This is an optimization exercise on Yosys and OpenROAD, whose aim is small area and few clock cycles, not a production implementation. In this exercise RTL edits were held to simulation tests only and were not proved equivalent to the original. Power figures rest on the tool's default switching activity, not on a simulated workload.

## build 42
## esc_telemetry_frame_parser
module esc_telemetry_frame_parser (
   input  logic        clock,
   input  logic        reset,
   input  logic        req_valid,
   output logic        req_ready,
   input  logic [7:0]  req_rx_byte,
   input  logic        req_frame_end,
   output logic        rsp_valid,
   input  logic        rsp_ready,
   output logic [1:0]  rsp_frame_status,
   output logic [27:0] rsp_rpm_value,
   output logic [15:0] rsp_voltage_tenths,
   output logic [15:0] rsp_current_tenths,
   output logic [7:0]  rsp_fet_temperature,
   output logic [7:0]  rsp_bec_temperature,
   output logic [7:0]  rsp_motor_temperature,
   output logic [7:0]  rsp_bec_voltage,
   output logic [7:0]  rsp_bec_current,
   input  logic        csr_wr_en,
   input  logic [15:0] csr_wr_data
);
Size in the first run: roughly 820 cells after synthesis, about 240 flip-flops, ~130 I/O pins, ~9100 um^2 of cells after synthesis.
Settings: LEC_CHECK=0, CAP_MARGIN=20, CORE_MARGIN=2, CORE_UTILIZATION=70, SLEW_MARGIN=20; clock period 8.0 ns.
standard.sh (not shown) runs the stock make flow with config.mk's settings and CLKGATE_MAP_FILE= SYNTH_SCRIPT=/design/flow/synth_recipe.tcl, a recipe that flattens the netlist after the stock synthesis.
==> flow/flow/run.sh <==
#!/bin/bash
# Standard layout with two changes: ports are buffered with the smallest
# buffer, and the clock tree uses small buffers with no dummy loads.
set -euo pipefail
export BUFFER_PORTS_ARGS="-buffer_cell sky130_fd_sc_hd__buf_1"
export CTS_ARGS="-sink_clustering_enable -repair_clock_nets -buf_list {sky130_fd_sc_hd__clkbuf_4 sky130_fd_sc_hd__clkbuf_8 sky130_fd_sc_hd__clkbuf_16} -sink_clustering_size 32 -sink_clustering_max_diameter 80 -dont_use_dummy_load"
bash standard.sh > standard.log 2>&1
Testbench counts of build 42, summed over its fixed seeds: cycles 16,894.
## Diff of input files: build 25 against build 42
- changing CORE_UTILIZATION from 70 to 40
==> flow/run.sh (new file) <==
#!/bin/bash
# synth_recipe.tcl (not shown) runs the flow's synth.tcl, then flattens the netlist and writes it again
# the make line also repeats each setting of config.mk as NAME=value (left out here)
make -C /OpenROAD-flow-scripts/flow DESIGN_CONFIG=/design/flow/config.mk WORK_HOME=/design/flow/orfs CLKGATE_MAP_FILE= SYNTH_SCRIPT=/design/flow/synth_recipe.tcl finish
removed: flow/flow/run.sh
removed: flow/standard.sh
==> summary.txt <==
In build 25, the post-route standard cell area excluding fillers came out about 16% above the value in build 42.
Compared with build 42, build 25 shows non-clock buffer count that has gone up slightly.
Build 25 vs build 42 — total number of vias dropped by a few percent
Side by side, met3 routed wirelength turned out lower in build 25 than in build 42.
Going from build 42 to build 25, total wire length after detailed routing grows by 6.5%.
Of the two values seen for start point of the critical path, u_core.u_result.mul_step_ff[4] was produced by build 25 and u_core.u_result.mul_step_ff[3] by build 42.
The more densely filled core belongs to build 42, not build 25.
Delta (build 25 minus build 42): non-filler instance count after layout now sits higher; wire length of the first global-routing pass now larger; relative max-transition margin down 5.4 points.
#### Input delta (build 67 over build 25)
- swapping 20 for 0 in SLEW_MARGIN
- swapping 40 for 70 in CORE_UTILIZATION
- swapping 20 for 0 in CAP_MARGIN
==> flow/flow/run.sh (new file) <==
#!/bin/bash
# The standard layout with three changes:
#  - synthesis maps logic with an area-oriented ABC script (flow/abc_area.script);
#    everything else in synthesis, registers included, is the standard one;
#  - ports are buffered with the smallest buffer;
#  - the clock tree uses small buffers and no dummy loads.
set -euo pipefail
HERE=$PWD

# Synthesis script: synth_recipe.tcl, with ORFS's synth.tcl swapped for a copy
# whose ABC call reads flow/abc_area.script.
sed "s|^source \$::env(SCRIPTS_DIR)/synth_preamble.tcl\$|&\nlset abc_args 1 $HERE/flow/abc_area.script|" \
    "$FLOW_HOME/scripts/synth.tcl" > "$HERE/synth_core.tcl"
grep -q "lset abc_args 1" "$HERE/synth_core.tcl"
sed "s|^source \$::env(SCRIPTS_DIR)/synth.tcl\$|source $HERE/synth_core.tcl|" \
    "$HERE/synth_recipe.tcl" > "$HERE/synth_area.tcl"
grep -q "synth_core.tcl" "$HERE/synth_area.tcl"
sed "s|SYNTH_SCRIPT=[^ ]*synth_recipe.tcl|SYNTH_SCRIPT=$HERE/synth_area.tcl|" \
    "$HERE/standard.sh" > "$HERE/standard_area.sh"
grep -q "synth_area.tcl" "$HERE/standard_area.sh"

export BUFFER_PORTS_ARGS="-buffer_cell sky130_fd_sc_hd__buf_1"
export CTS_ARGS="-sink_clustering_enable -repair_clock_nets -buf_list {sky130_fd_sc_hd__clkbuf_16} -sink_clustering_size 32 -sink_clustering_max_diameter 80 -root_buf sky130_fd_sc_hd__clkbuf_4 -tree_buf sky130_fd_sc_hd__clkbuf_4 -dont_use_dummy_load"
bash "$HERE/standard_area.sh" > "$HERE/standard.log" 2>&1
==> flow/flow/abc_area.script (new file) <==
strash
dc2
dch
amap
topo
==> flow/standard.sh (new file) <==
#!/bin/bash
# synth_recipe.tcl (not shown) runs the flow's synth.tcl, then flattens the netlist and writes it again
# the make line also repeats each setting of config.mk as NAME=value (left out here)
make -C /OpenROAD-flow-scripts/flow DESIGN_CONFIG=/design/flow/config.mk WORK_HOME=/design/flow/orfs CLKGATE_MAP_FILE= SYNTH_SCRIPT=/design/flow/synth_recipe.tcl "${@:-finish}"
removed: flow/run.sh
Notes after the runs:
Build 67 vs build 25 — shortest clock period the worst path allows after layout rose 140 ps.
Going from build 25 to build 67, the power density over the cells was found to have gone down by about 14%.
Build 25 and build 67 ended up with roughly the same flip-flop and latch power.
Build 67 vs build 25 — worst setup margin dropped 140 ps.
Diff build 25 -> build 67 | detailed-route via count | down by a few percent
Input changes introduced in build 55 (baseline for comparison: build 67):
- changing CAP_MARGIN from 0 to 20
- changing CORE_UTILIZATION from 70 to 80
- changing SLEW_MARGIN from 0 to 20
Re worst reg2reg path depth: build 67 and build 55 aren't equal, and the lower value belongs to build 67. For the core outline area, build 55 came in 13% lower than build 67 did. Changes observed in build 55 relative to build 67: number of nets in the finished design ~0 delta, worst setup slack decreased 380 ps. Re initial cell density of the core: build 67 and build 55 aren't equal, and the lower value belongs to build 67. Met3 track demand over resource in global routing (lower): build 67. Of the two candidates, build 67 has the worse headroom to the max-slew limit and build 55 the better one.

-- separate check: timing with driven ports --
No port has a modelled driver above. Below, the same layouts with a new extraction and two added sets of constraints. Step 1, drivers: a clkbuf_16 drives clock and a buf_2 each remaining input, both assumed. Step 2 moves the port delays by t, midway between the first and last clock arrival at a register: inputs arrive t later, outputs are due t later. That takes back most of the time a late clock gives input paths. Three values: ideal ports, drivers, drivers and shift; two values: the first two.
run	shift t [ns]	setup WS [ns]	worst data-port slew with drivers (ns)	pins driven straight from the clock port
build 42	0.486	0.441 / 0.441 / 0.441	0.04	1
build 25	0.553	0.648 / 0.648 / 0.648	0.04	1
build 67	0.590	0.505 / 0.505 / 0.505	0.04	1
build 55	0.607	0.124 / 0.124 / 0.124	0.05	1
After both steps every run listed still meets setup and hold.
